This design comes from an exercise in tuning for small area, a short achievable clock period and few clock cycles per item on the open sky130 flow, not from production work.
Only simulation tests tie the RTL to the original design; equivalence was not proved.
Power figures rest on the tool's default switching activity, not on a simulated workload.

**flow/design.v**
```verilog
`default_nettype none
package execPkg;
	localparam int dataWidth = 32;
	localparam int shiftWidth = 5;  
	localparam int mulDigits = 4;
	localparam int mulBits = 2 * mulDigits;
	typedef logic [dataWidth-1:0] word_t;
	typedef enum logic [2:0] {
		opAdd = 3'd0,
		opSub = 3'd1,
		opAnd = 3'd2,
		opOr = 3'd3,
		opSll = 3'd4,
		opSra = 3'd5,
		opMul = 3'd6  
	} aluOp_t;
endpackage
`default_nettype wire
`default_nettype none
module aluUnit (
	input execPkg::word_t opA,
	input execPkg::word_t opB,
	input logic [2:0] op,
	output execPkg::word_t aluSum,  
	output execPkg::word_t aluCarry,  
	output logic aluCin,  
	output logic aluNeq,
	output logic aluLt
);
	localparam int W = execPkg::dataWidth;
	logic [execPkg::shiftWidth-1:0] shAmt;
	logic shLeft;
	execPkg::word_t shIn;
	execPkg::word_t shOut;
	logic shFill;
	execPkg::word_t shStage [execPkg::shiftWidth+1];
	execPkg::word_t shRev;
	execPkg::word_t axb;
	assign shAmt = opB[execPkg::shiftWidth-1:0];  
	assign shLeft = !op[0];
	always_comb begin
		for (int i = 0; i < W; i++) begin
			shIn[i] = shLeft ? opA[W-1-i] : opA[i];
		end
	end
	assign shFill = !shLeft && opA[W-1];
	assign shStage[0] = shIn;
	for (genvar i = 0; i < execPkg::shiftWidth; i++) begin : gShift
		assign shStage[i+1] = shAmt[i]
			? {{(2**i){shFill}}, shStage[i][W-1:2**i]}
			: shStage[i];
	end
	assign shOut = shStage[execPkg::shiftWidth];
	always_comb begin
		for (int i = 0; i < W; i++) begin
			shRev[i] = shLeft ? shOut[W-1-i] : shOut[i];
		end
	end
	assign axb = opA ^ opB;
	always_comb begin
		aluCarry = '0;
		aluCin = 1'b0;
		case (op)
			execPkg::opAdd: begin
				aluSum = opA;
				aluCarry = opB;
			end
			execPkg::opSub: begin
				aluSum = opA;  
				aluCarry = ~opB;
				aluCin = 1'b1;
			end
			execPkg::opAnd: aluSum = opA & opB;
			execPkg::opOr: aluSum = opA | opB;
			execPkg::opSll: aluSum = shRev;
			execPkg::opSra: aluSum = shRev;
			default: aluSum = '0;  
		endcase
	end
	assign aluNeq = |axb;
	assign aluLt = (opA[W-1] != opB[W-1]) ? opA[W-1] : (opA[W-2:0] < opB[W-2:0]);
endmodule
module addPrefix (
	input logic [31:0] a,
	input logic [31:0] b,
	input logic cin,
	output logic [31:0] sum
);
	logic [31:0] p;
	logic [31:0] g;
	assign p = a ^ b;
	assign g = a & b;
	logic g0c;
	assign g0c = g[0] | (p[0] & cin);
	logic G0_1;
	assign G0_1 = g[1] | (p[1] & g0c);
	logic G0_3;
	assign G0_3 = g[3] | (p[3] & g[2]);
	logic P0_3;
	assign P0_3 = p[3] & p[2];
	logic G0_5;
	assign G0_5 = g[5] | (p[5] & g[4]);
	logic P0_5;
	assign P0_5 = p[5] & p[4];
	logic G0_7;
	assign G0_7 = g[7] | (p[7] & g[6]);
	logic P0_7;
	assign P0_7 = p[7] & p[6];
	logic G0_9;
	assign G0_9 = g[9] | (p[9] & g[8]);
	logic P0_9;
	assign P0_9 = p[9] & p[8];
	logic G0_11;
	assign G0_11 = g[11] | (p[11] & g[10]);
	logic P0_11;
	assign P0_11 = p[11] & p[10];
	logic G0_13;
	assign G0_13 = g[13] | (p[13] & g[12]);
	logic P0_13;
	assign P0_13 = p[13] & p[12];
	logic G0_15;
	assign G0_15 = g[15] | (p[15] & g[14]);
	logic P0_15;
	assign P0_15 = p[15] & p[14];
	logic G0_17;
	assign G0_17 = g[17] | (p[17] & g[16]);
	logic P0_17;
	assign P0_17 = p[17] & p[16];
	logic G0_19;
	assign G0_19 = g[19] | (p[19] & g[18]);
	logic P0_19;
	assign P0_19 = p[19] & p[18];
	logic G0_21;
	assign G0_21 = g[21] | (p[21] & g[20]);
	logic P0_21;
	assign P0_21 = p[21] & p[20];
	logic G0_23;
	assign G0_23 = g[23] | (p[23] & g[22]);
	logic P0_23;
	assign P0_23 = p[23] & p[22];
	logic G0_25;
	assign G0_25 = g[25] | (p[25] & g[24]);
	logic P0_25;
	assign P0_25 = p[25] & p[24];
	logic G0_27;
	assign G0_27 = g[27] | (p[27] & g[26]);
	logic P0_27;
	assign P0_27 = p[27] & p[26];
	logic G0_29;
	assign G0_29 = g[29] | (p[29] & g[28]);
	logic P0_29;
	assign P0_29 = p[29] & p[28];
	logic G0_31;
	assign G0_31 = g[31] | (p[31] & g[30]);
	logic P0_31;
	assign P0_31 = p[31] & p[30];
	logic G1_2;
	assign G1_2 = g[2] | (p[2] & G0_1);
	logic G1_3;
	assign G1_3 = G0_3 | (P0_3 & G0_1);
	logic G1_6;
	assign G1_6 = g[6] | (p[6] & G0_5);
	logic P1_6;
	assign P1_6 = p[6] & P0_5;
	logic G1_7;
	assign G1_7 = G0_7 | (P0_7 & G0_5);
	logic P1_7;
	assign P1_7 = P0_7 & P0_5;
	logic G1_10;
	assign G1_10 = g[10] | (p[10] & G0_9);
	logic P1_10;
	assign P1_10 = p[10] & P0_9;
	logic G1_11;
	assign G1_11 = G0_11 | (P0_11 & G0_9);
	logic P1_11;
	assign P1_11 = P0_11 & P0_9;
	logic G1_14;
	assign G1_14 = g[14] | (p[14] & G0_13);
	logic P1_14;
	assign P1_14 = p[14] & P0_13;
	logic G1_15;
	assign G1_15 = G0_15 | (P0_15 & G0_13);
	logic P1_15;
	assign P1_15 = P0_15 & P0_13;
	logic G1_18;
	assign G1_18 = g[18] | (p[18] & G0_17);
	logic P1_18;
	assign P1_18 = p[18] & P0_17;
	logic G1_19;
	assign G1_19 = G0_19 | (P0_19 & G0_17);
	logic P1_19;
	assign P1_19 = P0_19 & P0_17;
	logic G1_22;
	assign G1_22 = g[22] | (p[22] & G0_21);
	logic P1_22;
	assign P1_22 = p[22] & P0_21;
	logic G1_23;
	assign G1_23 = G0_23 | (P0_23 & G0_21);
	logic P1_23;
	assign P1_23 = P0_23 & P0_21;
	logic G1_26;
	assign G1_26 = g[26] | (p[26] & G0_25);
	logic P1_26;
	assign P1_26 = p[26] & P0_25;
	logic G1_27;
	assign G1_27 = G0_27 | (P0_27 & G0_25);
	logic P1_27;
	assign P1_27 = P0_27 & P0_25;
	logic G1_30;
	assign G1_30 = g[30] | (p[30] & G0_29);
	logic P1_30;
	assign P1_30 = p[30] & P0_29;
	logic G1_31;
	assign G1_31 = G0_31 | (P0_31 & G0_29);
	logic P1_31;
	assign P1_31 = P0_31 & P0_29;
	logic G2_4;
	assign G2_4 = g[4] | (p[4] & G1_3);
	logic G2_5;
	assign G2_5 = G0_5 | (P0_5 & G1_3);
	logic G2_6;
	assign G2_6 = G1_6 | (P1_6 & G1_3);
	logic G2_7;
	assign G2_7 = G1_7 | (P1_7 & G1_3);
	logic G2_12;
	assign G2_12 = g[12] | (p[12] & G1_11);
	logic P2_12;
	assign P2_12 = p[12] & P1_11;
	logic G2_13;
	assign G2_13 = G0_13 | (P0_13 & G1_11);
	logic P2_13;
	assign P2_13 = P0_13 & P1_11;
	logic G2_14;
	assign G2_14 = G1_14 | (P1_14 & G1_11);
	logic P2_14;
	assign P2_14 = P1_14 & P1_11;
	logic G2_15;
	assign G2_15 = G1_15 | (P1_15 & G1_11);
	logic P2_15;
	assign P2_15 = P1_15 & P1_11;
	logic G2_20;
	assign G2_20 = g[20] | (p[20] & G1_19);
	logic P2_20;
	assign P2_20 = p[20] & P1_19;
	logic G2_21;
	assign G2_21 = G0_21 | (P0_21 & G1_19);
	logic P2_21;
	assign P2_21 = P0_21 & P1_19;
	logic G2_22;
	assign G2_22 = G1_22 | (P1_22 & G1_19);
	logic P2_22;
	assign P2_22 = P1_22 & P1_19;
	logic G2_23;
	assign G2_23 = G1_23 | (P1_23 & G1_19);
	logic P2_23;
	assign P2_23 = P1_23 & P1_19;
	logic G2_28;
	assign G2_28 = g[28] | (p[28] & G1_27);
	logic P2_28;
	assign P2_28 = p[28] & P1_27;
	logic G2_29;
	assign G2_29 = G0_29 | (P0_29 & G1_27);
	logic P2_29;
	assign P2_29 = P0_29 & P1_27;
	logic G2_30;
	assign G2_30 = G1_30 | (P1_30 & G1_27);
	logic P2_30;
	assign P2_30 = P1_30 & P1_27;
	logic G2_31;
	assign G2_31 = G1_31 | (P1_31 & G1_27);
	logic P2_31;
	assign P2_31 = P1_31 & P1_27;
	logic G3_8;
	assign G3_8 = g[8] | (p[8] & G2_7);
	logic G3_9;
	assign G3_9 = G0_9 | (P0_9 & G2_7);
	logic G3_10;
	assign G3_10 = G1_10 | (P1_10 & G2_7);
	logic G3_11;
	assign G3_11 = G1_11 | (P1_11 & G2_7);
	logic G3_12;
	assign G3_12 = G2_12 | (P2_12 & G2_7);
	logic G3_13;
	assign G3_13 = G2_13 | (P2_13 & G2_7);
	logic G3_14;
	assign G3_14 = G2_14 | (P2_14 & G2_7);
	logic G3_15;
	assign G3_15 = G2_15 | (P2_15 & G2_7);
	logic G3_24;
	assign G3_24 = g[24] | (p[24] & G2_23);
	logic P3_24;
	assign P3_24 = p[24] & P2_23;
	logic G3_25;
	assign G3_25 = G0_25 | (P0_25 & G2_23);
	logic P3_25;
	assign P3_25 = P0_25 & P2_23;
	logic G3_26;
	assign G3_26 = G1_26 | (P1_26 & G2_23);
	logic P3_26;
	assign P3_26 = P1_26 & P2_23;
	logic G3_27;
	assign G3_27 = G1_27 | (P1_27 & G2_23);
	logic P3_27;
	assign P3_27 = P1_27 & P2_23;
	logic G3_28;
	assign G3_28 = G2_28 | (P2_28 & G2_23);
	logic P3_28;
	assign P3_28 = P2_28 & P2_23;
	logic G3_29;
	assign G3_29 = G2_29 | (P2_29 & G2_23);
	logic P3_29;
	assign P3_29 = P2_29 & P2_23;
	logic G3_30;
	assign G3_30 = G2_30 | (P2_30 & G2_23);
	logic P3_30;
	assign P3_30 = P2_30 & P2_23;
	logic G3_31;
	assign G3_31 = G2_31 | (P2_31 & G2_23);
	logic P3_31;
	assign P3_31 = P2_31 & P2_23;
	logic G4_16;
	assign G4_16 = g[16] | (p[16] & G3_15);
	logic G4_17;
	assign G4_17 = G0_17 | (P0_17 & G3_15);
	logic G4_18;
	assign G4_18 = G1_18 | (P1_18 & G3_15);
	logic G4_19;
	assign G4_19 = G1_19 | (P1_19 & G3_15);
	logic G4_20;
	assign G4_20 = G2_20 | (P2_20 & G3_15);
	logic G4_21;
	assign G4_21 = G2_21 | (P2_21 & G3_15);
	logic G4_22;
	assign G4_22 = G2_22 | (P2_22 & G3_15);
	logic G4_23;
	assign G4_23 = G2_23 | (P2_23 & G3_15);
	logic G4_24;
	assign G4_24 = G3_24 | (P3_24 & G3_15);
	logic G4_25;
	assign G4_25 = G3_25 | (P3_25 & G3_15);
	logic G4_26;
	assign G4_26 = G3_26 | (P3_26 & G3_15);
	logic G4_27;
	assign G4_27 = G3_27 | (P3_27 & G3_15);
	logic G4_28;
	assign G4_28 = G3_28 | (P3_28 & G3_15);
	logic G4_29;
	assign G4_29 = G3_29 | (P3_29 & G3_15);
	logic G4_30;
	assign G4_30 = G3_30 | (P3_30 & G3_15);
	logic G4_31;
	assign G4_31 = G3_31 | (P3_31 & G3_15);
	logic [31:0] c;
	assign c = {G4_30, G4_29, G4_28, G4_27, G4_26, G4_25, G4_24, G4_23, G4_22, G4_21, G4_20, G4_19, G4_18, G4_17, G4_16, G3_15, G3_14, G3_13, G3_12, G3_11, G3_10, G3_9, G3_8, G2_7, G2_6, G2_5, G2_4, G1_3, G1_2, G0_1, g0c, cin};
	assign sum = p ^ c;
endmodule
`default_nettype wire
`default_nettype none
module mulUnit (
	input execPkg::word_t mcand,  
	input logic [execPkg::mulDigits-1:0] digOne,  
	input logic [execPkg::mulDigits-1:0] digTwo,
	input logic [execPkg::mulDigits-1:0] digNeg,
	input execPkg::word_t accSum,  
	input execPkg::word_t accCarry,
	output execPkg::word_t nextSum,
	output execPkg::word_t nextCarry
);
	boothStep tree (
		.mc(mcand),
		.one(digOne),
		.two(digTwo),
		.neg(digNeg),
		.s(accSum),
		.c(accCarry),
		.os(nextSum),
		.oc(nextCarry)
	);
endmodule
module boothStep (
	input logic [31:0] mc,  
	input logic [3:0] one,  
	input logic [3:0] two,  
	input logic [3:0] neg,  
	input logic [31:0] s,
	input logic [31:0] c,
	output logic [31:0] os,
	output logic [31:0] oc
);
	logic one0, two0, neg0;
	logic [31:0] pp0;
	logic one1, two1, neg1;
	logic [31:2] pp1;
	logic one2, two2, neg2;
	logic [31:4] pp2;
	logic one3, two3, neg3;
	logic [31:6] pp3;
	logic fs1;
	logic fc2;
	logic fs3;
	logic fc4;
	logic fs5;
	logic fc6;
	logic fs7;
	logic fc8;
	logic fs9;
	logic fc10;
	logic fs11;
	logic fc12;
	logic fs13;
	logic fc14;
	logic fs15;
	logic fc16;
	logic fs17;
	logic fc18;
	logic fs19;
	logic fc20;
	logic fs21;
	logic fc22;
	logic fs23;
	logic fc24;
	logic fs25;
	logic fc26;
	logic fs27;
	logic fc28;
	logic fs29;
	logic fc30;
	logic fs31;
	logic fc32;
	logic fs33;
	logic fc34;
	logic fs35;
	logic fc36;
	logic fs37;
	logic fc38;
	logic fs39;
	logic fc40;
	logic fs41;
	logic fc42;
	logic fs43;
	logic fc44;
	logic fs45;
	logic fc46;
	logic fs47;
	logic fc48;
	logic fs49;
	logic fc50;
	logic fs51;
	logic fc52;
	logic fs53;
	logic fc54;
	logic fs55;
	logic fc56;
	logic fs57;
	logic fc58;
	logic fs59;
	logic fc60;
	logic fs61;
	logic fc62;
	logic fs63;
	logic fc64;
	logic fs65;
	logic fc66;
	logic fs67;
	logic fc68;
	logic fs69;
	logic fc70;
	logic fs71;
	logic fc72;
	logic fs73;
	logic fc74;
	logic fs75;
	logic fc76;
	logic fs77;
	logic fc78;
	logic fs79;
	logic fc80;
	logic fs81;
	logic fc82;
	logic fs83;
	logic fc84;
	logic fs85;
	logic fc86;
	logic fs87;
	logic fc88;
	logic fs89;
	logic fc90;
	logic fs91;
	logic fc92;
	logic fs93;
	logic fc94;
	logic fs95;
	logic fc96;
	logic fs97;
	logic fc98;
	logic fs99;
	logic fc100;
	logic fs101;
	logic fc102;
	logic fs103;
	logic fc104;
	logic fs105;
	logic fc106;
	logic fs107;
	logic fc108;
	logic fs109;
	logic fc110;
	logic fs111;
	logic fc112;
	logic fs113;
	logic fc114;
	logic fs115;
	logic fc116;
	logic fs117;
	logic fc118;
	logic fs119;
	logic fc120;
	logic fs121;
	logic fc122;
	logic fs123;
	logic fc124;
	logic fs125;
	logic fc126;
	logic fs127;
	logic fc128;
	logic fs129;
	logic fc130;
	logic fs131;
	logic fc132;
	logic fs133;
	logic fc134;
	logic fs135;
	logic fc136;
	logic fs137;
	logic fc138;
	logic fs139;
	logic fc140;
	logic fs141;
	logic fc142;
	logic fs143;
	logic fc144;
	logic fs145;
	logic fc146;
	logic fs147;
	logic fc148;
	logic fs149;
	logic fc150;
	logic fs151;
	logic fc152;
	logic fs153;
	logic fc154;
	logic fs155;
	logic fc156;
	logic fs157;
	logic fc158;
	logic fs159;
	logic fc160;
	logic fs161;
	logic fc162;
	logic fs163;
	logic fc164;
	logic fs165;
	logic fc166;
	logic fs167;
	logic fc168;
	logic fs169;
	logic fc170;
	logic fs171;
	logic fc172;
	logic fs173;
	logic fc174;
	logic fs175;
	logic fc176;
	logic fs177;
	logic fc178;
	logic fs179;
	logic fc180;
	logic fs181;
	logic fc182;
	logic fs183;
	logic fc184;
	logic fs185;
	logic fc186;
	logic fs187;
	logic fc188;
	logic fs189;
	logic fc190;
	logic fs191;
	logic fc192;
	logic fs193;
	logic fc194;
	logic fs195;
	logic fc196;
	logic fs197;
	logic fc198;
	logic fs199;
	logic fc200;
	logic fs201;
	logic fc202;
	logic fs203;
	logic fc204;
	logic fs205;
	logic fc206;
	logic fs207;
	logic fc208;
	logic fs209;
	logic fc210;
	logic fs211;
	logic fc212;
	logic fs213;
	logic fc214;
	logic fs215;
	logic fc216;
	logic fs217;
	logic fc218;
	logic fs219;
	logic fc220;
	logic fs221;
	logic fc222;
	logic fs223;
	logic fc224;
	logic fs225;
	logic fs226;
	logic fs227;
	logic fs228;
	assign one0 = one[0];
	assign two0 = two[0];
	assign neg0 = neg[0];
	assign pp0[0] = (one0 & mc[0]) ^ neg0;
	assign pp0[1] = ((one0 & mc[1]) | (two0 & mc[0])) ^ neg0;
	assign pp0[2] = ((one0 & mc[2]) | (two0 & mc[1])) ^ neg0;
	assign pp0[3] = ((one0 & mc[3]) | (two0 & mc[2])) ^ neg0;
	assign pp0[4] = ((one0 & mc[4]) | (two0 & mc[3])) ^ neg0;
	assign pp0[5] = ((one0 & mc[5]) | (two0 & mc[4])) ^ neg0;
	assign pp0[6] = ((one0 & mc[6]) | (two0 & mc[5])) ^ neg0;
	assign pp0[7] = ((one0 & mc[7]) | (two0 & mc[6])) ^ neg0;
	assign pp0[8] = ((one0 & mc[8]) | (two0 & mc[7])) ^ neg0;
	assign pp0[9] = ((one0 & mc[9]) | (two0 & mc[8])) ^ neg0;
	assign pp0[10] = ((one0 & mc[10]) | (two0 & mc[9])) ^ neg0;
	assign pp0[11] = ((one0 & mc[11]) | (two0 & mc[10])) ^ neg0;
	assign pp0[12] = ((one0 & mc[12]) | (two0 & mc[11])) ^ neg0;
	assign pp0[13] = ((one0 & mc[13]) | (two0 & mc[12])) ^ neg0;
	assign pp0[14] = ((one0 & mc[14]) | (two0 & mc[13])) ^ neg0;
	assign pp0[15] = ((one0 & mc[15]) | (two0 & mc[14])) ^ neg0;
	assign pp0[16] = ((one0 & mc[16]) | (two0 & mc[15])) ^ neg0;
	assign pp0[17] = ((one0 & mc[17]) | (two0 & mc[16])) ^ neg0;
	assign pp0[18] = ((one0 & mc[18]) | (two0 & mc[17])) ^ neg0;
	assign pp0[19] = ((one0 & mc[19]) | (two0 & mc[18])) ^ neg0;
	assign pp0[20] = ((one0 & mc[20]) | (two0 & mc[19])) ^ neg0;
	assign pp0[21] = ((one0 & mc[21]) | (two0 & mc[20])) ^ neg0;
	assign pp0[22] = ((one0 & mc[22]) | (two0 & mc[21])) ^ neg0;
	assign pp0[23] = ((one0 & mc[23]) | (two0 & mc[22])) ^ neg0;
	assign pp0[24] = ((one0 & mc[24]) | (two0 & mc[23])) ^ neg0;
	assign pp0[25] = ((one0 & mc[25]) | (two0 & mc[24])) ^ neg0;
	assign pp0[26] = ((one0 & mc[26]) | (two0 & mc[25])) ^ neg0;
	assign pp0[27] = ((one0 & mc[27]) | (two0 & mc[26])) ^ neg0;
	assign pp0[28] = ((one0 & mc[28]) | (two0 & mc[27])) ^ neg0;
	assign pp0[29] = ((one0 & mc[29]) | (two0 & mc[28])) ^ neg0;
	assign pp0[30] = ((one0 & mc[30]) | (two0 & mc[29])) ^ neg0;
	assign pp0[31] = ((one0 & mc[31]) | (two0 & mc[30])) ^ neg0;
	assign one1 = one[1];
	assign two1 = two[1];
	assign neg1 = neg[1];
	assign pp1[2] = (one1 & mc[0]) ^ neg1;
	assign pp1[3] = ((one1 & mc[1]) | (two1 & mc[0])) ^ neg1;
	assign pp1[4] = ((one1 & mc[2]) | (two1 & mc[1])) ^ neg1;
	assign pp1[5] = ((one1 & mc[3]) | (two1 & mc[2])) ^ neg1;
	assign pp1[6] = ((one1 & mc[4]) | (two1 & mc[3])) ^ neg1;
	assign pp1[7] = ((one1 & mc[5]) | (two1 & mc[4])) ^ neg1;
	assign pp1[8] = ((one1 & mc[6]) | (two1 & mc[5])) ^ neg1;
	assign pp1[9] = ((one1 & mc[7]) | (two1 & mc[6])) ^ neg1;
	assign pp1[10] = ((one1 & mc[8]) | (two1 & mc[7])) ^ neg1;
	assign pp1[11] = ((one1 & mc[9]) | (two1 & mc[8])) ^ neg1;
	assign pp1[12] = ((one1 & mc[10]) | (two1 & mc[9])) ^ neg1;
	assign pp1[13] = ((one1 & mc[11]) | (two1 & mc[10])) ^ neg1;
	assign pp1[14] = ((one1 & mc[12]) | (two1 & mc[11])) ^ neg1;
	assign pp1[15] = ((one1 & mc[13]) | (two1 & mc[12])) ^ neg1;
	assign pp1[16] = ((one1 & mc[14]) | (two1 & mc[13])) ^ neg1;
	assign pp1[17] = ((one1 & mc[15]) | (two1 & mc[14])) ^ neg1;
	assign pp1[18] = ((one1 & mc[16]) | (two1 & mc[15])) ^ neg1;
	assign pp1[19] = ((one1 & mc[17]) | (two1 & mc[16])) ^ neg1;
	assign pp1[20] = ((one1 & mc[18]) | (two1 & mc[17])) ^ neg1;
	assign pp1[21] = ((one1 & mc[19]) | (two1 & mc[18])) ^ neg1;
	assign pp1[22] = ((one1 & mc[20]) | (two1 & mc[19])) ^ neg1;
	assign pp1[23] = ((one1 & mc[21]) | (two1 & mc[20])) ^ neg1;
	assign pp1[24] = ((one1 & mc[22]) | (two1 & mc[21])) ^ neg1;
	assign pp1[25] = ((one1 & mc[23]) | (two1 & mc[22])) ^ neg1;
	assign pp1[26] = ((one1 & mc[24]) | (two1 & mc[23])) ^ neg1;
	assign pp1[27] = ((one1 & mc[25]) | (two1 & mc[24])) ^ neg1;
	assign pp1[28] = ((one1 & mc[26]) | (two1 & mc[25])) ^ neg1;
	assign pp1[29] = ((one1 & mc[27]) | (two1 & mc[26])) ^ neg1;
	assign pp1[30] = ((one1 & mc[28]) | (two1 & mc[27])) ^ neg1;
	assign pp1[31] = ((one1 & mc[29]) | (two1 & mc[28])) ^ neg1;
	assign one2 = one[2];
	assign two2 = two[2];
	assign neg2 = neg[2];
	assign pp2[4] = (one2 & mc[0]) ^ neg2;
	assign pp2[5] = ((one2 & mc[1]) | (two2 & mc[0])) ^ neg2;
	assign pp2[6] = ((one2 & mc[2]) | (two2 & mc[1])) ^ neg2;
	assign pp2[7] = ((one2 & mc[3]) | (two2 & mc[2])) ^ neg2;
	assign pp2[8] = ((one2 & mc[4]) | (two2 & mc[3])) ^ neg2;
	assign pp2[9] = ((one2 & mc[5]) | (two2 & mc[4])) ^ neg2;
	assign pp2[10] = ((one2 & mc[6]) | (two2 & mc[5])) ^ neg2;
	assign pp2[11] = ((one2 & mc[7]) | (two2 & mc[6])) ^ neg2;
	assign pp2[12] = ((one2 & mc[8]) | (two2 & mc[7])) ^ neg2;
	assign pp2[13] = ((one2 & mc[9]) | (two2 & mc[8])) ^ neg2;
	assign pp2[14] = ((one2 & mc[10]) | (two2 & mc[9])) ^ neg2;
	assign pp2[15] = ((one2 & mc[11]) | (two2 & mc[10])) ^ neg2;
	assign pp2[16] = ((one2 & mc[12]) | (two2 & mc[11])) ^ neg2;
	assign pp2[17] = ((one2 & mc[13]) | (two2 & mc[12])) ^ neg2;
	assign pp2[18] = ((one2 & mc[14]) | (two2 & mc[13])) ^ neg2;
	assign pp2[19] = ((one2 & mc[15]) | (two2 & mc[14])) ^ neg2;
	assign pp2[20] = ((one2 & mc[16]) | (two2 & mc[15])) ^ neg2;
	assign pp2[21] = ((one2 & mc[17]) | (two2 & mc[16])) ^ neg2;
	assign pp2[22] = ((one2 & mc[18]) | (two2 & mc[17])) ^ neg2;
	assign pp2[23] = ((one2 & mc[19]) | (two2 & mc[18])) ^ neg2;
	assign pp2[24] = ((one2 & mc[20]) | (two2 & mc[19])) ^ neg2;
	assign pp2[25] = ((one2 & mc[21]) | (two2 & mc[20])) ^ neg2;
	assign pp2[26] = ((one2 & mc[22]) | (two2 & mc[21])) ^ neg2;
	assign pp2[27] = ((one2 & mc[23]) | (two2 & mc[22])) ^ neg2;
	assign pp2[28] = ((one2 & mc[24]) | (two2 & mc[23])) ^ neg2;
	assign pp2[29] = ((one2 & mc[25]) | (two2 & mc[24])) ^ neg2;
	assign pp2[30] = ((one2 & mc[26]) | (two2 & mc[25])) ^ neg2;
	assign pp2[31] = ((one2 & mc[27]) | (two2 & mc[26])) ^ neg2;
	assign one3 = one[3];
	assign two3 = two[3];
	assign neg3 = neg[3];
	assign pp3[6] = (one3 & mc[0]) ^ neg3;
	assign pp3[7] = ((one3 & mc[1]) | (two3 & mc[0])) ^ neg3;
	assign pp3[8] = ((one3 & mc[2]) | (two3 & mc[1])) ^ neg3;
	assign pp3[9] = ((one3 & mc[3]) | (two3 & mc[2])) ^ neg3;
	assign pp3[10] = ((one3 & mc[4]) | (two3 & mc[3])) ^ neg3;
	assign pp3[11] = ((one3 & mc[5]) | (two3 & mc[4])) ^ neg3;
	assign pp3[12] = ((one3 & mc[6]) | (two3 & mc[5])) ^ neg3;
	assign pp3[13] = ((one3 & mc[7]) | (two3 & mc[6])) ^ neg3;
	assign pp3[14] = ((one3 & mc[8]) | (two3 & mc[7])) ^ neg3;
	assign pp3[15] = ((one3 & mc[9]) | (two3 & mc[8])) ^ neg3;
	assign pp3[16] = ((one3 & mc[10]) | (two3 & mc[9])) ^ neg3;
	assign pp3[17] = ((one3 & mc[11]) | (two3 & mc[10])) ^ neg3;
	assign pp3[18] = ((one3 & mc[12]) | (two3 & mc[11])) ^ neg3;
	assign pp3[19] = ((one3 & mc[13]) | (two3 & mc[12])) ^ neg3;
	assign pp3[20] = ((one3 & mc[14]) | (two3 & mc[13])) ^ neg3;
	assign pp3[21] = ((one3 & mc[15]) | (two3 & mc[14])) ^ neg3;
	assign pp3[22] = ((one3 & mc[16]) | (two3 & mc[15])) ^ neg3;
	assign pp3[23] = ((one3 & mc[17]) | (two3 & mc[16])) ^ neg3;
	assign pp3[24] = ((one3 & mc[18]) | (two3 & mc[17])) ^ neg3;
	assign pp3[25] = ((one3 & mc[19]) | (two3 & mc[18])) ^ neg3;
	assign pp3[26] = ((one3 & mc[20]) | (two3 & mc[19])) ^ neg3;
	assign pp3[27] = ((one3 & mc[21]) | (two3 & mc[20])) ^ neg3;
	assign pp3[28] = ((one3 & mc[22]) | (two3 & mc[21])) ^ neg3;
	assign pp3[29] = ((one3 & mc[23]) | (two3 & mc[22])) ^ neg3;
	assign pp3[30] = ((one3 & mc[24]) | (two3 & mc[23])) ^ neg3;
	assign pp3[31] = ((one3 & mc[25]) | (two3 & mc[24])) ^ neg3;
	assign fs1 = neg0 ^ s[0] ^ c[0];
	assign fc2 = (neg0 & s[0]) | (neg0 & c[0]) | (s[0] & c[0]);
	assign fs3 = s[1] ^ c[1] ^ fc2;
	assign fc4 = (s[1] & c[1]) | (s[1] & fc2) | (c[1] & fc2);
	assign fs5 = neg1 ^ s[2] ^ c[2];
	assign fc6 = (neg1 & s[2]) | (neg1 & c[2]) | (s[2] & c[2]);
	assign fs7 = pp0[2] ^ pp1[2] ^ fs5;
	assign fc8 = (pp0[2] & pp1[2]) | (pp0[2] & fs5) | (pp1[2] & fs5);
	assign fs9 = s[3] ^ c[3] ^ fc6;
	assign fc10 = (s[3] & c[3]) | (s[3] & fc6) | (c[3] & fc6);
	assign fs11 = pp0[3] ^ pp1[3] ^ fc8;
	assign fc12 = (pp0[3] & pp1[3]) | (pp0[3] & fc8) | (pp1[3] & fc8);
	assign fs13 = neg2 ^ s[4] ^ c[4];
	assign fc14 = (neg2 & s[4]) | (neg2 & c[4]) | (s[4] & c[4]);
	assign fs15 = pp0[4] ^ pp1[4] ^ pp2[4];
	assign fc16 = (pp0[4] & pp1[4]) | (pp0[4] & pp2[4]) | (pp1[4] & pp2[4]);
	assign fs17 = fs13 ^ fc10 ^ fs15;
	assign fc18 = (fs13 & fc10) | (fs13 & fs15) | (fc10 & fs15);
	assign fs19 = s[5] ^ c[5] ^ fc14;
	assign fc20 = (s[5] & c[5]) | (s[5] & fc14) | (c[5] & fc14);
	assign fs21 = pp0[5] ^ pp1[5] ^ pp2[5];
	assign fc22 = (pp0[5] & pp1[5]) | (pp0[5] & pp2[5]) | (pp1[5] & pp2[5]);
	assign fs23 = fc16 ^ fs19 ^ fs21;
	assign fc24 = (fc16 & fs19) | (fc16 & fs21) | (fs19 & fs21);
	assign fs25 = neg3 ^ s[6] ^ c[6];
	assign fc26 = (neg3 & s[6]) | (neg3 & c[6]) | (s[6] & c[6]);
	assign fs27 = pp0[6] ^ pp1[6] ^ pp2[6];
	assign fc28 = (pp0[6] & pp1[6]) | (pp0[6] & pp2[6]) | (pp1[6] & pp2[6]);
	assign fs29 = pp3[6] ^ fs25 ^ fc20;
	assign fc30 = (pp3[6] & fs25) | (pp3[6] & fc20) | (fs25 & fc20);
	assign fs31 = fc22 ^ fs27 ^ fs29;
	assign fc32 = (fc22 & fs27) | (fc22 & fs29) | (fs27 & fs29);
	assign fs33 = s[7] ^ c[7] ^ fc26;
	assign fc34 = (s[7] & c[7]) | (s[7] & fc26) | (c[7] & fc26);
	assign fs35 = pp0[7] ^ pp1[7] ^ pp2[7];
	assign fc36 = (pp0[7] & pp1[7]) | (pp0[7] & pp2[7]) | (pp1[7] & pp2[7]);
	assign fs37 = pp3[7] ^ fc28 ^ fs33;
	assign fc38 = (pp3[7] & fc28) | (pp3[7] & fs33) | (fc28 & fs33);
	assign fs39 = fs35 ^ fc30 ^ fs37;
	assign fc40 = (fs35 & fc30) | (fs35 & fs37) | (fc30 & fs37);
	assign fs41 = s[8] ^ c[8] ^ pp0[8];
	assign fc42 = (s[8] & c[8]) | (s[8] & pp0[8]) | (c[8] & pp0[8]);
	assign fs43 = pp1[8] ^ pp2[8] ^ pp3[8];
	assign fc44 = (pp1[8] & pp2[8]) | (pp1[8] & pp3[8]) | (pp2[8] & pp3[8]);
	assign fs45 = fc34 ^ fc36 ^ fs41;
	assign fc46 = (fc34 & fc36) | (fc34 & fs41) | (fc36 & fs41);
	assign fs47 = fs43 ^ fc38 ^ fs45;
	assign fc48 = (fs43 & fc38) | (fs43 & fs45) | (fc38 & fs45);
	assign fs49 = s[9] ^ c[9] ^ pp0[9];
	assign fc50 = (s[9] & c[9]) | (s[9] & pp0[9]) | (c[9] & pp0[9]);
	assign fs51 = pp1[9] ^ pp2[9] ^ pp3[9];
	assign fc52 = (pp1[9] & pp2[9]) | (pp1[9] & pp3[9]) | (pp2[9] & pp3[9]);
	assign fs53 = fc42 ^ fc44 ^ fs49;
	assign fc54 = (fc42 & fc44) | (fc42 & fs49) | (fc44 & fs49);
	assign fs55 = fs51 ^ fc46 ^ fs53;
	assign fc56 = (fs51 & fc46) | (fs51 & fs53) | (fc46 & fs53);
	assign fs57 = s[10] ^ c[10] ^ pp0[10];
	assign fc58 = (s[10] & c[10]) | (s[10] & pp0[10]) | (c[10] & pp0[10]);
	assign fs59 = pp1[10] ^ pp2[10] ^ pp3[10];
	assign fc60 = (pp1[10] & pp2[10]) | (pp1[10] & pp3[10]) | (pp2[10] & pp3[10]);
	assign fs61 = fc50 ^ fc52 ^ fs57;
	assign fc62 = (fc50 & fc52) | (fc50 & fs57) | (fc52 & fs57);
	assign fs63 = fs59 ^ fc54 ^ fs61;
	assign fc64 = (fs59 & fc54) | (fs59 & fs61) | (fc54 & fs61);
	assign fs65 = s[11] ^ c[11] ^ pp0[11];
	assign fc66 = (s[11] & c[11]) | (s[11] & pp0[11]) | (c[11] & pp0[11]);
	assign fs67 = pp1[11] ^ pp2[11] ^ pp3[11];
	assign fc68 = (pp1[11] & pp2[11]) | (pp1[11] & pp3[11]) | (pp2[11] & pp3[11]);
	assign fs69 = fc58 ^ fc60 ^ fs65;
	assign fc70 = (fc58 & fc60) | (fc58 & fs65) | (fc60 & fs65);
	assign fs71 = fs67 ^ fc62 ^ fs69;
	assign fc72 = (fs67 & fc62) | (fs67 & fs69) | (fc62 & fs69);
	assign fs73 = s[12] ^ c[12] ^ pp0[12];
	assign fc74 = (s[12] & c[12]) | (s[12] & pp0[12]) | (c[12] & pp0[12]);
	assign fs75 = pp1[12] ^ pp2[12] ^ pp3[12];
	assign fc76 = (pp1[12] & pp2[12]) | (pp1[12] & pp3[12]) | (pp2[12] & pp3[12]);
	assign fs77 = fc66 ^ fc68 ^ fs73;
	assign fc78 = (fc66 & fc68) | (fc66 & fs73) | (fc68 & fs73);
	assign fs79 = fs75 ^ fc70 ^ fs77;
	assign fc80 = (fs75 & fc70) | (fs75 & fs77) | (fc70 & fs77);
	assign fs81 = s[13] ^ c[13] ^ pp0[13];
	assign fc82 = (s[13] & c[13]) | (s[13] & pp0[13]) | (c[13] & pp0[13]);
	assign fs83 = pp1[13] ^ pp2[13] ^ pp3[13];
	assign fc84 = (pp1[13] & pp2[13]) | (pp1[13] & pp3[13]) | (pp2[13] & pp3[13]);
	assign fs85 = fc74 ^ fc76 ^ fs81;
	assign fc86 = (fc74 & fc76) | (fc74 & fs81) | (fc76 & fs81);
	assign fs87 = fs83 ^ fc78 ^ fs85;
	assign fc88 = (fs83 & fc78) | (fs83 & fs85) | (fc78 & fs85);
	assign fs89 = s[14] ^ c[14] ^ pp0[14];
	assign fc90 = (s[14] & c[14]) | (s[14] & pp0[14]) | (c[14] & pp0[14]);
	assign fs91 = pp1[14] ^ pp2[14] ^ pp3[14];
	assign fc92 = (pp1[14] & pp2[14]) | (pp1[14] & pp3[14]) | (pp2[14] & pp3[14]);
	assign fs93 = fc82 ^ fc84 ^ fs89;
	assign fc94 = (fc82 & fc84) | (fc82 & fs89) | (fc84 & fs89);
	assign fs95 = fs91 ^ fc86 ^ fs93;
	assign fc96 = (fs91 & fc86) | (fs91 & fs93) | (fc86 & fs93);
	assign fs97 = s[15] ^ c[15] ^ pp0[15];
	assign fc98 = (s[15] & c[15]) | (s[15] & pp0[15]) | (c[15] & pp0[15]);
	assign fs99 = pp1[15] ^ pp2[15] ^ pp3[15];
	assign fc100 = (pp1[15] & pp2[15]) | (pp1[15] & pp3[15]) | (pp2[15] & pp3[15]);
	assign fs101 = fc90 ^ fc92 ^ fs97;
	assign fc102 = (fc90 & fc92) | (fc90 & fs97) | (fc92 & fs97);
	assign fs103 = fs99 ^ fc94 ^ fs101;
	assign fc104 = (fs99 & fc94) | (fs99 & fs101) | (fc94 & fs101);
	assign fs105 = s[16] ^ c[16] ^ pp0[16];
	assign fc106 = (s[16] & c[16]) | (s[16] & pp0[16]) | (c[16] & pp0[16]);
	assign fs107 = pp1[16] ^ pp2[16] ^ pp3[16];
	assign fc108 = (pp1[16] & pp2[16]) | (pp1[16] & pp3[16]) | (pp2[16] & pp3[16]);
	assign fs109 = fc98 ^ fc100 ^ fs105;
	assign fc110 = (fc98 & fc100) | (fc98 & fs105) | (fc100 & fs105);
	assign fs111 = fs107 ^ fc102 ^ fs109;
	assign fc112 = (fs107 & fc102) | (fs107 & fs109) | (fc102 & fs109);
	assign fs113 = s[17] ^ c[17] ^ pp0[17];
	assign fc114 = (s[17] & c[17]) | (s[17] & pp0[17]) | (c[17] & pp0[17]);
	assign fs115 = pp1[17] ^ pp2[17] ^ pp3[17];
	assign fc116 = (pp1[17] & pp2[17]) | (pp1[17] & pp3[17]) | (pp2[17] & pp3[17]);
	assign fs117 = fc106 ^ fc108 ^ fs113;
	assign fc118 = (fc106 & fc108) | (fc106 & fs113) | (fc108 & fs113);
	assign fs119 = fs115 ^ fc110 ^ fs117;
	assign fc120 = (fs115 & fc110) | (fs115 & fs117) | (fc110 & fs117);
	assign fs121 = s[18] ^ c[18] ^ pp0[18];
	assign fc122 = (s[18] & c[18]) | (s[18] & pp0[18]) | (c[18] & pp0[18]);
	assign fs123 = pp1[18] ^ pp2[18] ^ pp3[18];
	assign fc124 = (pp1[18] & pp2[18]) | (pp1[18] & pp3[18]) | (pp2[18] & pp3[18]);
	assign fs125 = fc114 ^ fc116 ^ fs121;
	assign fc126 = (fc114 & fc116) | (fc114 & fs121) | (fc116 & fs121);
	assign fs127 = fs123 ^ fc118 ^ fs125;
	assign fc128 = (fs123 & fc118) | (fs123 & fs125) | (fc118 & fs125);
	assign fs129 = s[19] ^ c[19] ^ pp0[19];
	assign fc130 = (s[19] & c[19]) | (s[19] & pp0[19]) | (c[19] & pp0[19]);
	assign fs131 = pp1[19] ^ pp2[19] ^ pp3[19];
	assign fc132 = (pp1[19] & pp2[19]) | (pp1[19] & pp3[19]) | (pp2[19] & pp3[19]);
	assign fs133 = fc122 ^ fc124 ^ fs129;
	assign fc134 = (fc122 & fc124) | (fc122 & fs129) | (fc124 & fs129);
	assign fs135 = fs131 ^ fc126 ^ fs133;
	assign fc136 = (fs131 & fc126) | (fs131 & fs133) | (fc126 & fs133);
	assign fs137 = s[20] ^ c[20] ^ pp0[20];
	assign fc138 = (s[20] & c[20]) | (s[20] & pp0[20]) | (c[20] & pp0[20]);
	assign fs139 = pp1[20] ^ pp2[20] ^ pp3[20];
	assign fc140 = (pp1[20] & pp2[20]) | (pp1[20] & pp3[20]) | (pp2[20] & pp3[20]);
	assign fs141 = fc130 ^ fc132 ^ fs137;
	assign fc142 = (fc130 & fc132) | (fc130 & fs137) | (fc132 & fs137);
	assign fs143 = fs139 ^ fc134 ^ fs141;
	assign fc144 = (fs139 & fc134) | (fs139 & fs141) | (fc134 & fs141);
	assign fs145 = s[21] ^ c[21] ^ pp0[21];
	assign fc146 = (s[21] & c[21]) | (s[21] & pp0[21]) | (c[21] & pp0[21]);
	assign fs147 = pp1[21] ^ pp2[21] ^ pp3[21];
	assign fc148 = (pp1[21] & pp2[21]) | (pp1[21] & pp3[21]) | (pp2[21] & pp3[21]);
	assign fs149 = fc138 ^ fc140 ^ fs145;
	assign fc150 = (fc138 & fc140) | (fc138 & fs145) | (fc140 & fs145);
	assign fs151 = fs147 ^ fc142 ^ fs149;
	assign fc152 = (fs147 & fc142) | (fs147 & fs149) | (fc142 & fs149);
	assign fs153 = s[22] ^ c[22] ^ pp0[22];
	assign fc154 = (s[22] & c[22]) | (s[22] & pp0[22]) | (c[22] & pp0[22]);
	assign fs155 = pp1[22] ^ pp2[22] ^ pp3[22];
	assign fc156 = (pp1[22] & pp2[22]) | (pp1[22] & pp3[22]) | (pp2[22] & pp3[22]);
	assign fs157 = fc146 ^ fc148 ^ fs153;
	assign fc158 = (fc146 & fc148) | (fc146 & fs153) | (fc148 & fs153);
	assign fs159 = fs155 ^ fc150 ^ fs157;
	assign fc160 = (fs155 & fc150) | (fs155 & fs157) | (fc150 & fs157);
	assign fs161 = s[23] ^ c[23] ^ pp0[23];
	assign fc162 = (s[23] & c[23]) | (s[23] & pp0[23]) | (c[23] & pp0[23]);
	assign fs163 = pp1[23] ^ pp2[23] ^ pp3[23];
	assign fc164 = (pp1[23] & pp2[23]) | (pp1[23] & pp3[23]) | (pp2[23] & pp3[23]);
	assign fs165 = fc154 ^ fc156 ^ fs161;
	assign fc166 = (fc154 & fc156) | (fc154 & fs161) | (fc156 & fs161);
	assign fs167 = fs163 ^ fc158 ^ fs165;
	assign fc168 = (fs163 & fc158) | (fs163 & fs165) | (fc158 & fs165);
	assign fs169 = s[24] ^ c[24] ^ pp0[24];
	assign fc170 = (s[24] & c[24]) | (s[24] & pp0[24]) | (c[24] & pp0[24]);
	assign fs171 = pp1[24] ^ pp2[24] ^ pp3[24];
	assign fc172 = (pp1[24] & pp2[24]) | (pp1[24] & pp3[24]) | (pp2[24] & pp3[24]);
	assign fs173 = fc162 ^ fc164 ^ fs169;
	assign fc174 = (fc162 & fc164) | (fc162 & fs169) | (fc164 & fs169);
	assign fs175 = fs171 ^ fc166 ^ fs173;
	assign fc176 = (fs171 & fc166) | (fs171 & fs173) | (fc166 & fs173);
	assign fs177 = s[25] ^ c[25] ^ pp0[25];
	assign fc178 = (s[25] & c[25]) | (s[25] & pp0[25]) | (c[25] & pp0[25]);
	assign fs179 = pp1[25] ^ pp2[25] ^ pp3[25];
	assign fc180 = (pp1[25] & pp2[25]) | (pp1[25] & pp3[25]) | (pp2[25] & pp3[25]);
	assign fs181 = fc170 ^ fc172 ^ fs177;
	assign fc182 = (fc170 & fc172) | (fc170 & fs177) | (fc172 & fs177);
	assign fs183 = fs179 ^ fc174 ^ fs181;
	assign fc184 = (fs179 & fc174) | (fs179 & fs181) | (fc174 & fs181);
	assign fs185 = s[26] ^ c[26] ^ pp0[26];
	assign fc186 = (s[26] & c[26]) | (s[26] & pp0[26]) | (c[26] & pp0[26]);
	assign fs187 = pp1[26] ^ pp2[26] ^ pp3[26];
	assign fc188 = (pp1[26] & pp2[26]) | (pp1[26] & pp3[26]) | (pp2[26] & pp3[26]);
	assign fs189 = fc178 ^ fc180 ^ fs185;
	assign fc190 = (fc178 & fc180) | (fc178 & fs185) | (fc180 & fs185);
	assign fs191 = fs187 ^ fc182 ^ fs189;
	assign fc192 = (fs187 & fc182) | (fs187 & fs189) | (fc182 & fs189);
	assign fs193 = s[27] ^ c[27] ^ pp0[27];
	assign fc194 = (s[27] & c[27]) | (s[27] & pp0[27]) | (c[27] & pp0[27]);
	assign fs195 = pp1[27] ^ pp2[27] ^ pp3[27];
	assign fc196 = (pp1[27] & pp2[27]) | (pp1[27] & pp3[27]) | (pp2[27] & pp3[27]);
	assign fs197 = fc186 ^ fc188 ^ fs193;
	assign fc198 = (fc186 & fc188) | (fc186 & fs193) | (fc188 & fs193);
	assign fs199 = fs195 ^ fc190 ^ fs197;
	assign fc200 = (fs195 & fc190) | (fs195 & fs197) | (fc190 & fs197);
	assign fs201 = s[28] ^ c[28] ^ pp0[28];
	assign fc202 = (s[28] & c[28]) | (s[28] & pp0[28]) | (c[28] & pp0[28]);
	assign fs203 = pp1[28] ^ pp2[28] ^ pp3[28];
	assign fc204 = (pp1[28] & pp2[28]) | (pp1[28] & pp3[28]) | (pp2[28] & pp3[28]);
	assign fs205 = fc194 ^ fc196 ^ fs201;
	assign fc206 = (fc194 & fc196) | (fc194 & fs201) | (fc196 & fs201);
	assign fs207 = fs203 ^ fc198 ^ fs205;
	assign fc208 = (fs203 & fc198) | (fs203 & fs205) | (fc198 & fs205);
	assign fs209 = s[29] ^ c[29] ^ pp0[29];
	assign fc210 = (s[29] & c[29]) | (s[29] & pp0[29]) | (c[29] & pp0[29]);
	assign fs211 = pp1[29] ^ pp2[29] ^ pp3[29];
	assign fc212 = (pp1[29] & pp2[29]) | (pp1[29] & pp3[29]) | (pp2[29] & pp3[29]);
	assign fs213 = fc202 ^ fc204 ^ fs209;
	assign fc214 = (fc202 & fc204) | (fc202 & fs209) | (fc204 & fs209);
	assign fs215 = fs211 ^ fc206 ^ fs213;
	assign fc216 = (fs211 & fc206) | (fs211 & fs213) | (fc206 & fs213);
	assign fs217 = s[30] ^ c[30] ^ pp0[30];
	assign fc218 = (s[30] & c[30]) | (s[30] & pp0[30]) | (c[30] & pp0[30]);
	assign fs219 = pp1[30] ^ pp2[30] ^ pp3[30];
	assign fc220 = (pp1[30] & pp2[30]) | (pp1[30] & pp3[30]) | (pp2[30] & pp3[30]);
	assign fs221 = fc210 ^ fc212 ^ fs217;
	assign fc222 = (fc210 & fc212) | (fc210 & fs217) | (fc212 & fs217);
	assign fs223 = fs219 ^ fc214 ^ fs221;
	assign fc224 = (fs219 & fc214) | (fs219 & fs221) | (fc214 & fs221);
	assign fs225 = s[31] ^ c[31] ^ pp0[31];
	assign fs226 = pp1[31] ^ pp2[31] ^ pp3[31];
	assign fs227 = fc218 ^ fc220 ^ fs225;
	assign fs228 = fs226 ^ fc222 ^ fs227;
	assign os = {fc224, fc216, fc208, fc200, fc192, fc184, fc176, fc168, fc160, fc152, fc144, fc136, fc128, fc120, fc112, fc104, fc96, fc88, fc80, fc72, fc64, fc56, fc48, fc40, fc32, fc24, fc18, fc12, fs9, fc4, pp0[1], pp0[0]};
	assign oc = {fs228, fs223, fs215, fs207, fs199, fs191, fs183, fs175, fs167, fs159, fs151, fs143, fs135, fs127, fs119, fs111, fs103, fs95, fs87, fs79, fs71, fs63, fs55, fs47, fs39, fs31, fs23, fs17, fs11, fs7, fs3, fs1};
endmodule
`default_nettype wire
`default_nettype none
module execControl (
	input logic clk,
	input logic rst,
	input logic start,
	input logic [2:0] op,
	input execPkg::word_t opA,
	input execPkg::word_t opB,
	output execPkg::word_t latA,
	output execPkg::word_t latB,
	output logic [2:0] latOp,
	output logic [execPkg::mulDigits-1:0] digOne,  
	output logic [execPkg::mulDigits-1:0] digTwo,
	output logic [execPkg::mulDigits-1:0] digNeg,
	input execPkg::word_t aluSum,
	input execPkg::word_t aluCarry,
	input logic aluCin,
	input logic aluNeq,
	input logic aluLt,
	input execPkg::word_t nextSum,
	input execPkg::word_t nextCarry,
	output execPkg::word_t accSum,
	output execPkg::word_t accCarry,
	output logic firstStep,
	output execPkg::word_t result,
	output logic neq,
	output logic lt,
	output logic done,
	output logic busy
);
	localparam int W = execPkg::dataWidth;
	localparam int NB = execPkg::mulBits;
	localparam int D = execPkg::mulDigits;
	logic accept;
	logic valid;  
	logic last;  
	logic nextLast;
	logic stepping;  
	logic shift;  
	logic shiftQ;
	logic mulAccept;
	logic nextStepping;
	logic rowsDone;  
	logic accCin;
	logic rowNeq;  
	logic rowLt;
	execPkg::word_t sum;
	logic [NB:0] digBits;  
	logic [D-1:0] nextOne;
	logic [D-1:0] nextTwo;
	logic [D-1:0] nextNeg;
	assign shift = shiftQ;
	assign busy = shiftQ;
	assign accept = start && !busy && (op != 3'd7);  
	assign mulAccept = accept && (op == execPkg::opMul);
	assign nextStepping = mulAccept || shift;
	always_ff @(posedge clk) begin
		if (rst) begin
			valid <= 1'b0;
			firstStep <= 1'b0;
			stepping <= 1'b0;
			shiftQ <= 1'b0;
			rowsDone <= 1'b0;
			done <= 1'b0;
		end else begin
			valid <= accept;
			firstStep <= mulAccept;
			stepping <= nextStepping;
			shiftQ <= nextStepping && !nextLast;
			rowsDone <= (valid && !firstStep) || (stepping && last);
			done <= rowsDone;
		end
	end
	always_ff @(posedge clk) begin
		if (shift) begin
			latA <= latA << NB;
			latB <= {{NB{latB[W-1]}}, latB[W-1:NB]};  
		end else begin
			latA <= opA;
			latB <= opB;
			latOp <= op;
		end
	end
	assign digBits = shift ? latB[2*NB-1:NB-1] : {opB[NB-1:0], 1'b0};
	assign nextLast = shift ? (latB[W-1:2*NB-1] == {(W-2*NB+1){latB[W-1]}})
		: (opB[W-1:NB-1] == {(W-NB+1){opB[W-1]}});
	always_comb begin
		for (int j = 0; j < D; j++) begin
			nextOne[j] = digBits[2*j+1] ^ digBits[2*j];
			nextTwo[j] = (digBits[2*j+2] && !digBits[2*j+1] && !digBits[2*j])
				|| (!digBits[2*j+2] && digBits[2*j+1] && digBits[2*j]);
			nextNeg[j] = digBits[2*j+2];
		end
	end
	always_ff @(posedge clk) begin
		digOne <= nextOne;
		digTwo <= nextTwo;
		digNeg <= nextNeg;
		last <= nextLast;
	end
	always_ff @(posedge clk) begin
		if (stepping) begin
			accSum <= nextSum;
			accCarry <= nextCarry;
			accCin <= 1'b0;
		end else begin
			accSum <= aluSum;
			accCarry <= aluCarry;
			accCin <= aluCin;
		end
		if (valid) begin
			rowNeq <= aluNeq;
			rowLt <= aluLt;
		end
		result <= sum;
		neq <= rowNeq;
		lt <= rowLt;
	end
	addPrefix adder (
		.a(accSum),
		.b(accCarry),
		.cin(accCin),
		.sum(sum)
	);
endmodule
`default_nettype wire
`default_nettype none
module execTop (
	input logic clk,
	input logic rst,
	input logic start,
	input logic [2:0] op,  
	input logic [31:0] opA,
	input logic [31:0] opB,
	output logic [31:0] result,
	output logic neq,
	output logic lt,
	output logic done,
	output logic busy
);
	execPkg::word_t latA;
	execPkg::word_t latB;
	logic [2:0] latOp;
	logic [execPkg::mulDigits-1:0] digOne;
	logic [execPkg::mulDigits-1:0] digTwo;
	logic [execPkg::mulDigits-1:0] digNeg;
	execPkg::word_t aluSum;
	execPkg::word_t aluCarry;
	logic aluCin;
	logic aluNeq;
	logic aluLt;
	execPkg::word_t nextSum;
	execPkg::word_t nextCarry;
	execPkg::word_t accSum;
	execPkg::word_t accCarry;
	logic firstStep;
	execControl control (
		.clk(clk),
		.rst(rst),
		.start(start),
		.op(op),
		.opA(opA),
		.opB(opB),
		.latA(latA),
		.latB(latB),
		.latOp(latOp),
		.digOne(digOne),
		.digTwo(digTwo),
		.digNeg(digNeg),
		.aluSum(aluSum),
		.aluCarry(aluCarry),
		.aluCin(aluCin),
		.aluNeq(aluNeq),
		.aluLt(aluLt),
		.nextSum(nextSum),
		.nextCarry(nextCarry),
		.accSum(accSum),
		.accCarry(accCarry),
		.firstStep(firstStep),
		.result(result),
		.neq(neq),
		.lt(lt),
		.done(done),
		.busy(busy)
	);
	aluUnit alu (
		.opA(latA),
		.opB(latB),
		.op(latOp),
		.aluSum(aluSum),
		.aluCarry(aluCarry),
		.aluCin(aluCin),
		.aluNeq(aluNeq),
		.aluLt(aluLt)
	);
	mulUnit mul (
		.mcand(latA),
		.digOne(digOne),
		.digTwo(digTwo),
		.digNeg(digNeg),
		.accSum(firstStep ? '0 : accSum),
		.accCarry(firstStep ? '0 : accCarry),
		.nextSum(nextSum),
		.nextCarry(nextCarry)
	);
endmodule
`default_nettype wire
```
**flow/run.sh**
```bash
#!/bin/bash
# synth_recipe.tcl (not shown) runs the flow's synth.tcl, then flattens the netlist and writes it again
# the make line also repeats each setting of config.mk as NAME=value (left out here)
make -C /OpenROAD-flow-scripts/flow DESIGN_CONFIG=/design/flow/config.mk WORK_HOME=/design/flow/orfs CLKGATE_MAP_FILE= SYNTH_SCRIPT=/design/flow/synth_recipe.tcl finish
```
**flow/config.mk**
```make
export PLATFORM = sky130hd
export DESIGN_NAME = execTop
export DESIGN_NICKNAME = execTop
export VERILOG_FILES = /design/flow/design.v
export SDC_FILE = /design/flow/constraint.sdc
export NUM_CORES = 4
export LEC_CHECK = 0
export ABC_AREA = 1
export CAP_MARGIN = 20
export CORE_MARGIN = 2
export CORE_UTILIZATION = 40
export SETUP_SLACK_MARGIN = 3.3
export SLEW_MARGIN = 20
```
**flow/constraint.sdc**
```tcl
create_clock -name core_clock -period 6.0 [get_ports {clk}]
set_input_delay 1.2000 -clock core_clock [delete_from_list [all_inputs] [get_ports {clk}]]
set_output_delay 1.2000 -clock core_clock [all_outputs]
set_load 0.01 [all_outputs]
```
==> results of run 1 <==
-- power by group --
group	internal, mW	total, mW	switching [mW]
combinational	1.35	3.14	1.79
clock	0.665	1.21	0.546
sequential	1.42	1.58	0.167
-- cells by family after synthesis --
kind of cell | Yosys count | share of synthesized area, %
buffers and inverters | 378 | 9.15
DFF | 183 | 22.0
xor gates and xnor gates | 145 | 7.61
and+or+nand+nor | 927 | 23.8
AOI/OAI and AO/OA | 395 | 14.3
adders and majority gates | 242 | 23.2
-- worst register-to-register path, stage by stage, from the launching register on --
cell and delay, ps:
dfxtp_4 420, clkinvlp_4 180, buf_6 170, o22ai_4 110, xor2_2 210, fa_1 470, fa_1 520, fa_1 430
o22a_1 200
-- layer usage --
layer | GRT usage (%) | up-vias | share of wire, %
met4 | 18.7 | 0 | 6.5
met5 | 0 | - | 0
met1 | 40.6 | 8231 | 40
met2 | 48.9 | 1057 | 44
li1 | - | 7738 | -
met3 | 6.96 | 261 | 10
-- cell type report --
class	count	area, sq um
fill	3939	20800
multi-input combinational	1709	12300
sequential	183	3870
timing repair buffer	231	2440
inverter	238	1140
tap	539	674
clock buffer	20	447
clock inverter	12	153
timing repair inverter	5	33.8
antenna	1	2.50
-- cells in the final DEF (no fill, tap or decap), types with 17 or more instances in the layout --
master / count
ha_1: 124
a21oi_1: 78
inv_1: 186
nor2_1: 140
o22ai_1: 84
fa_2: 34
clkbuf_16: 20
buf_4: 86
nand2_2: 17
xor2_1: 115
fa_1: 84
dfxtp_4: 36
o22a_1: 29
o21ai_0: 96
dfxtp_1: 133
o22ai_2: 34
nand2_1: 435
clkdlybuf4s50_1: 101
clkinvlp_4: 26
nand3_1: 281
xor2_2: 20
-- state kept, by name, summed over array words and instances, names as in the netlist, 3 cells and up --
signal	cells
control.accCarry	32
control.accSum	32
control.latA	32
control.result	32
control.latB	29
control.digOne	4
control.digTwo	4
control.digNeg	3
control.latOp	3
-- what timing repair did --
item                                    CTS  global route
cloned                                   10             4
pin swaps                                29            51
gates resized for setup                 199           138
setup buffers                            72            23
endpoints found under the setup margin   81            78
-- per-stage QoR --
step           instances  hold WS (ps)
6_report            2938           332
5_1_grt             2937           348
4_1_cts             2910           336
3_5_place_dp        2796           327
3_3_place_gp        2796           327
2_1_floorplan       2270           323
-- how the worst max path moves through the flow --
stage / to / slack, ps
6_report: control.accCarry[23]$_DFF_P_ / 3190
5_1_grt: control.accCarry[24]$_DFF_P_ / 3140
4_1_cts: control.accCarry[22]$_DFF_P_ / 3200
3_5_place_dp: control.accCarry[31]$_DFF_P_ / 2480
3_3_place_gp: control.rowLt$_DFFE_PP_ / 2470
2_1_floorplan: control.accCarry[7]$_DFF_P_ / 3280
==> impl_metrics.yaml, run 1 <==
run_status:
  outcome: "timing/DRC/antenna clean"
clock_tree:
  clk_latency_ps: 500
  ctsHoldBuffers: 0
  cts_buffers: 17
  cts_max_path_buffers: 2
  clk_pin_slew_ps: 70
  clock_sinks: 183
  cts_tree: "yes"
  clock_tree.root_cell: "clkbuf_16"
  htreeDepth: 4
yosys:
  seq_area_frac_synth_pct: 22.0
  synthDistinctLibCells: 54
  synthFlopType: "dfxtp_1"
  synth_warnings: 3
  netlist_top_cells_count: "439 x nand2_1, 281 x nand3_1, 214 x inv_1, 177 x dfxtp_1, 144 x nor2_1"
  avgSynthCellArea_sq_um: 7.44
  yosysMostFrequentCell: "nand2_1"
  synth_area_leaders: "dfxtp_1 21%, fa_1 14%, nand2_1 9.8%"
  synth_top_area_share_pct: 21.0
  syn-num-nets: 2582
  synth_top_cell_by_area: "dfxtp_1"
  syn_area_sq_mm: 0.0169
  synth_edf_count: 6
  synthCells: 2270
  ys_async_sr_fraction_pct: 0
  ys_ff_latch: 183
timing:
  worst_pin_slew_ps: 1030
  period_minus_slack_ps: 2810
  finalSetupViolCount: 0
  rsz0062_at_grt: "yes"
  finalCritPeriodShare_pct: 46.8
  final_hold_viol_count: 0
  layout_setup_ws_ps: 3190
  fmax_mhz: 356
  clock_skew_ps: 15.9
  max_slew_margin_pct: 31.6
  slew_viol_final: 0
  finalSetupTns_ps: 0
setup_path:
  r2r_start: "control.latA[22]$_DFF_P_"
  critPathSlowestCell: "fa_1"
  r2r.worst_path.cells: 8
  worst-path-stages: 8
  worst_setup_path_end_kind: "flop"
  startpoint_type: "flop"
  path_max_fanout: 5
  slowest_delay_ps: 520
  ff2ff_setup_slack_ps: 3190
  timing.rr.end: "control.accCarry[23]$_DFF_P_"
  required_ps: 6390
  arrival_ps: 3200
  path_cells: "clkinvlp_4 > buf_6 > o22ai_4 > xor2_2 > fa_1 > fa_1 > fa_1 > o22a_1"
  path_class: "flop to flop"
  cp_common_cell: "fa_1"
  crit_path_start: "control.latA[22]$_DFF_P_"
  critPathTopFamily: "adder cells"
  critPathBufInv: 2
floorplanning:
  start_util_pct: 40.4
  core_sq_mm: 0.0419
  dieArea_sq_mm: 0.0439
  rows: 75
  ios: 106
  die_h_microns: 210
  die_w_microns: 210
final_layout:
  area_growth_pct: 24.9
  fin_area_sq_mm: 0.0211
  nNetsFinal: 2697
  utilization_pct: 50.4
  drive_above_1_share_pct: 16.9
detailed_routing:
  ant_nets: 0
  dr.pass1.iters: 6
  drc: 0
  drt-initial-drc-count: 2130
  wirelength_mm: 70.9
  vias: 17300
  wl_per_cell_microns: 24.1
  vias_per_cell: 5.88
worst_hold_path:
  hp-class: "flop to flop"
  whs_path_depth: 0
  hp-start: "control.rowNeq$_DFFE_PP_"
  hold_end: "control.neq$_DFF_P_"
place:
  place_congestion: 0.965
  place_ws_ps: 2480
  dp_hpwl_mm: 47.3
  postPlaceCellArea_sq_mm: 0.0182
  io_buffer_count: 105
pwr:
  p_leak_nw: 9.61
  power.density_mw_per_mm2: 282
  max-vdd-ir-drop_mv: 0.236
  finalPower_mw: 5.94
global_routing:
  grt_usage_pct: 31.6
  antenna_found_initial: 2
  grt_pass1_vias: 16400
  overflow: 0
  grt_pass1_wl_mm: 102
  grt_max_degree: 92
job:
  maxCapViolations: 0
Testbench counts, summed over its fixed seeds: cycles 15,655, ops 12,000.
==> run 2, diff against run 1 <==
--- a/flow/config.mk
+++ b/flow/config.mk
@@ -9,5 +9,5 @@
 export CAP_MARGIN = 20
 export CORE_MARGIN = 2
 export CORE_UTILIZATION = 40
-export SETUP_SLACK_MARGIN = 3.3
+export SETUP_SLACK_MARGIN = 3.6
 export SLEW_MARGIN = 20
==> impl_metrics.yaml, run 2 <==
run_status:
  outcome: "timing/DRC/antenna clean"
setup_path:
  path_cells: "clkinvlp_4 > o22ai_4 > xor2_2 > fa_2 > fa_2 > fa_2 > o22a_1"
  startpoint_type: "flop"
  ff2ff_setup_slack_ps: 3180
  timing.rr.end: "control.accCarry[8]$_DFF_P_"
  r2r.worst_path.cells: 7
  endpoint: "control.accCarry[8]$_DFF_P_"
  required_ps: 6400
  arrival_ps: 3210
  path_max_fanout: 4
  cp_common_cell: "fa_2"
  worst-path-stages: 7
  worst_setup_path_end_kind: "flop"
  critPathBufInv: 1
  slowest_delay_ps: 560
  r2r_start: "control.latA[8]$_DFF_P_"
  path_class: "flop to flop"
  crit_path_start: "control.latA[8]$_DFF_P_"
  critPathSlowestCell: "fa_2"
  critPathTopFamily: "adder cells"
floorplanning:
  die_w_microns: 210
  dieArea_sq_mm: 0.0439
  start_util_pct: 40.4
  core_sq_mm: 0.0419
  die_h_microns: 210
  rows: 75
  ios: 106
pwr:
  p_leak_nw: 10.0
  max-vdd-ir-drop_mv: 0.228
  power.density_mw_per_mm2: 274
global_routing:
  grt_pass1_wl_mm: 107
  overflow: 0
  antenna_found_initial: 1
  grt_usage_pct: 33.0
  grt_pass1_vias: 16900
  grt_max_degree: 92
yosys:
  synth_top_area_share_pct: 21.0
  synth_area_leaders: "dfxtp_1 21%, fa_1 14%, nand2_1 9.8%"
  synth_top_cell_by_area: "dfxtp_1"
  seq_area_frac_synth_pct: 22.0
  ys_ff_latch: 183
  yosysMostFrequentCell: "nand2_1"
  avgSynthCellArea_sq_um: 7.44
  synth_xor_area_share_pct: 7.61
  syn_area_sq_mm: 0.0169
  synth_edf_count: 6
  synth-simple-area-share_pct: 23.8
  synth_warnings: 3
  synthFlopType: "dfxtp_1"
  synth_mux_area_share_pct: 0
  synth_top_family_by_area: "simple AND/OR/NAND/NOR gates"
  ys_async_sr_fraction_pct: 0
  synth-compound-area-share_pct: 14.3
  synthDistinctLibCells: 54
  synth_fa_ha_area_share_pct: 23.2
  synthCells: 2270
  syn-num-nets: 2582
  netlist_top_cells_count: "439 x nand2_1, 281 x nand3_1, 214 x inv_1, 177 x dfxtp_1, 144 x nor2_1"
clock_tree:
  cts_tree: "yes"
  ctsHoldBuffers: 0
  clk_latency_ps: 510
  cts_buffers: 17
  clock_tree.root_cell: "clkbuf_16"
  clk_pin_slew_ps: 70
  htreeDepth: 4
  clock_sinks: 183
  cts_max_path_buffers: 2
timing:
  period_minus_slack_ps: 2820
  final_hold_viol_count: 0
  layout_setup_ws_ps: 3180
  max_slew_margin_pct: 29.2
  slew_viol_final: 0
  rsz0062_at_grt: "yes"
  fmax_mhz: 355
  finalSetupViolCount: 0
  finalCritPeriodShare_pct: 47.0
  finalSetupTns_ps: 0
  worst_pin_slew_ps: 1060
  clock_skew_ps: 12.6
final_layout:
  drive_above_1_share_pct: 21.9
  area_growth_pct: 29.7
  nNetsFinal: 2704
  final_cell_mix: "415 x nand2_1, 268 x nand3_1, 180 x inv_1, 131 x dfxtp_1, 123 x ha_1"
  final_common_cell: "nand2_1"
  utilization_pct: 52.4
  diodes: 0
  fillerInstances: 3969
detailed_routing:
  vias: 17300
  dr.pass1.iters: 6
  wirelength_mm: 73.0
  wl_per_cell_microns: 24.8
  ant_nets: 0
  drc: 0
  vias_per_cell: 5.89
  drt-initial-drc-count: 2066
place:
  place_ws_ps: 2250
  dp_hpwl_mm: 47.9
  io_buffer_count: 105
  place_congestion: 0.949
job:
  maxCapViolations: 0
worst_hold_path:
  hp-class: "flop to flop"
## run 2: cell counts after synthesis
Identical to the previous run, type by type.
## run 2: area by class of cell
class / instances / area, sq um / area share (%)
Multi-Input combinational cell: 1709 / 12900 / 59.1
Sequential cell: 183 / 3870 / 17.7
Timing Repair Buffer: 239 / 2630 / 12.0
Inverter: 238 / 1190 / 5.44
Tap cell: 539 / 674 / 3.08
Clock buffer: 18 / 429 / 1.96
Clock inverter: 14 / 123 / 0.560
Timing Repair inverter: 4 / 50.0 / 0.228
## run 2: worst min path at each step
stage | end | start | depth (start not counted)
2_1_floorplan | control.lt$_DFF_P_ | control.rowLt$_DFFE_PP_ | 0
3_3_place_gp | control.neq$_DFF_P_ | control.rowNeq$_DFFE_PP_ | 0
3_5_place_dp | control.neq$_DFF_P_ | control.rowNeq$_DFFE_PP_ | 0
4_1_cts | control.neq$_DFF_P_ | control.rowNeq$_DFFE_PP_ | 0
5_1_grt | control.neq$_DFF_P_ | control.rowNeq$_DFFE_PP_ | 0
6_report | control.neq$_DFF_P_ | control.rowNeq$_DFFE_PP_ | 0
## run 2: logic make-up after synthesis
family	after synthesis
fa+ha+maj	242
flops	183
buf+inv	378
simple gates	927
compound gates	395
xor+xnor	145
## run 2: repair_timing
item | 4_1_cts | 5_1_grt
cloned | 12 | 5
endpoints found under the setup margin | 122 | 82
hold endpoints to repair | 0 | 0
buffers inserted | 80 | 19
pin swaps | 59 | 54
resized for setup | 362 | 133
## run 2: worst reg2reg max path: stages, from the launching register on
cell        delay [ps]
dfxtp_4            370
clkinvlp_4         230
o22ai_4            260
xor2_2             160
fa_2               490
fa_2               560
fa_2               430
o22a_1             200
## run 2: through the flow
stage          total power [mW]  instance area (sq um)  cells  hold slack (ps)
6_report                   6.01                  21900   2944              349
3_5_place_dp               4.44                  18400   2796              334
4_1_cts                    5.84                  21000   2920              351
2_1_floorplan              3.53                  17300   2270              323
3_3_place_gp               4.36                  18400   2796              337
5_1_grt                    6.45                  21900   2944              361
## run 2: per-layer routing
layer | part of all wire, % | track usage, %
met5 | 0.012 | 0
met1 | 40 | 43.2
met3 | 9.4 | 7.20
met4 | 6.4 | 19.4
met2 | 44 | 50.1
## run 2: report_power, final
group	internal (mW)	switching [mW]
Sequential	1.42	0.160
Clock	0.572	0.557
Combinational	1.41	1.89
Total	3.40	2.61

re-timing with driven ports:
The flow's constraints put no driver on any port. The routed layouts listed below were extracted and timed again, unchanged, in two steps.
Step 1 sets driving cells, clkbuf_16 on the clock port and buf_2 on the other inputs (assumed; they add their load-dependent delay and slew).
Step 2, shift: input delay + t, output delay - t, t = (earliest + latest rising clock arrival at the registers) / 2. This alone moves slack from input paths to output paths.
Slacks: ideal / step 1 / step 2; pairs: ideal / step 1.
| run | t, ns | setup WS [ns] | clock arrival spread, ns | slew at the worst register clock pin (ns) |
|---|---|---|---|---|
| run 1 | 0.557 | 3.194 / 3.194 / 3.076 | 0.016 / 0.016 | 0.08 / 0.08 |
| run 2 | 0.563 | 3.182 / 3.182 / 3.056 | 0.013 / 0.012 | 0.08 / 0.08 |
After both steps setup and hold are still met in every run listed. For run 2, which loses most, drivers alone change the setup slack by 0.000 ns; drivers and shift together by -0.126 ns.
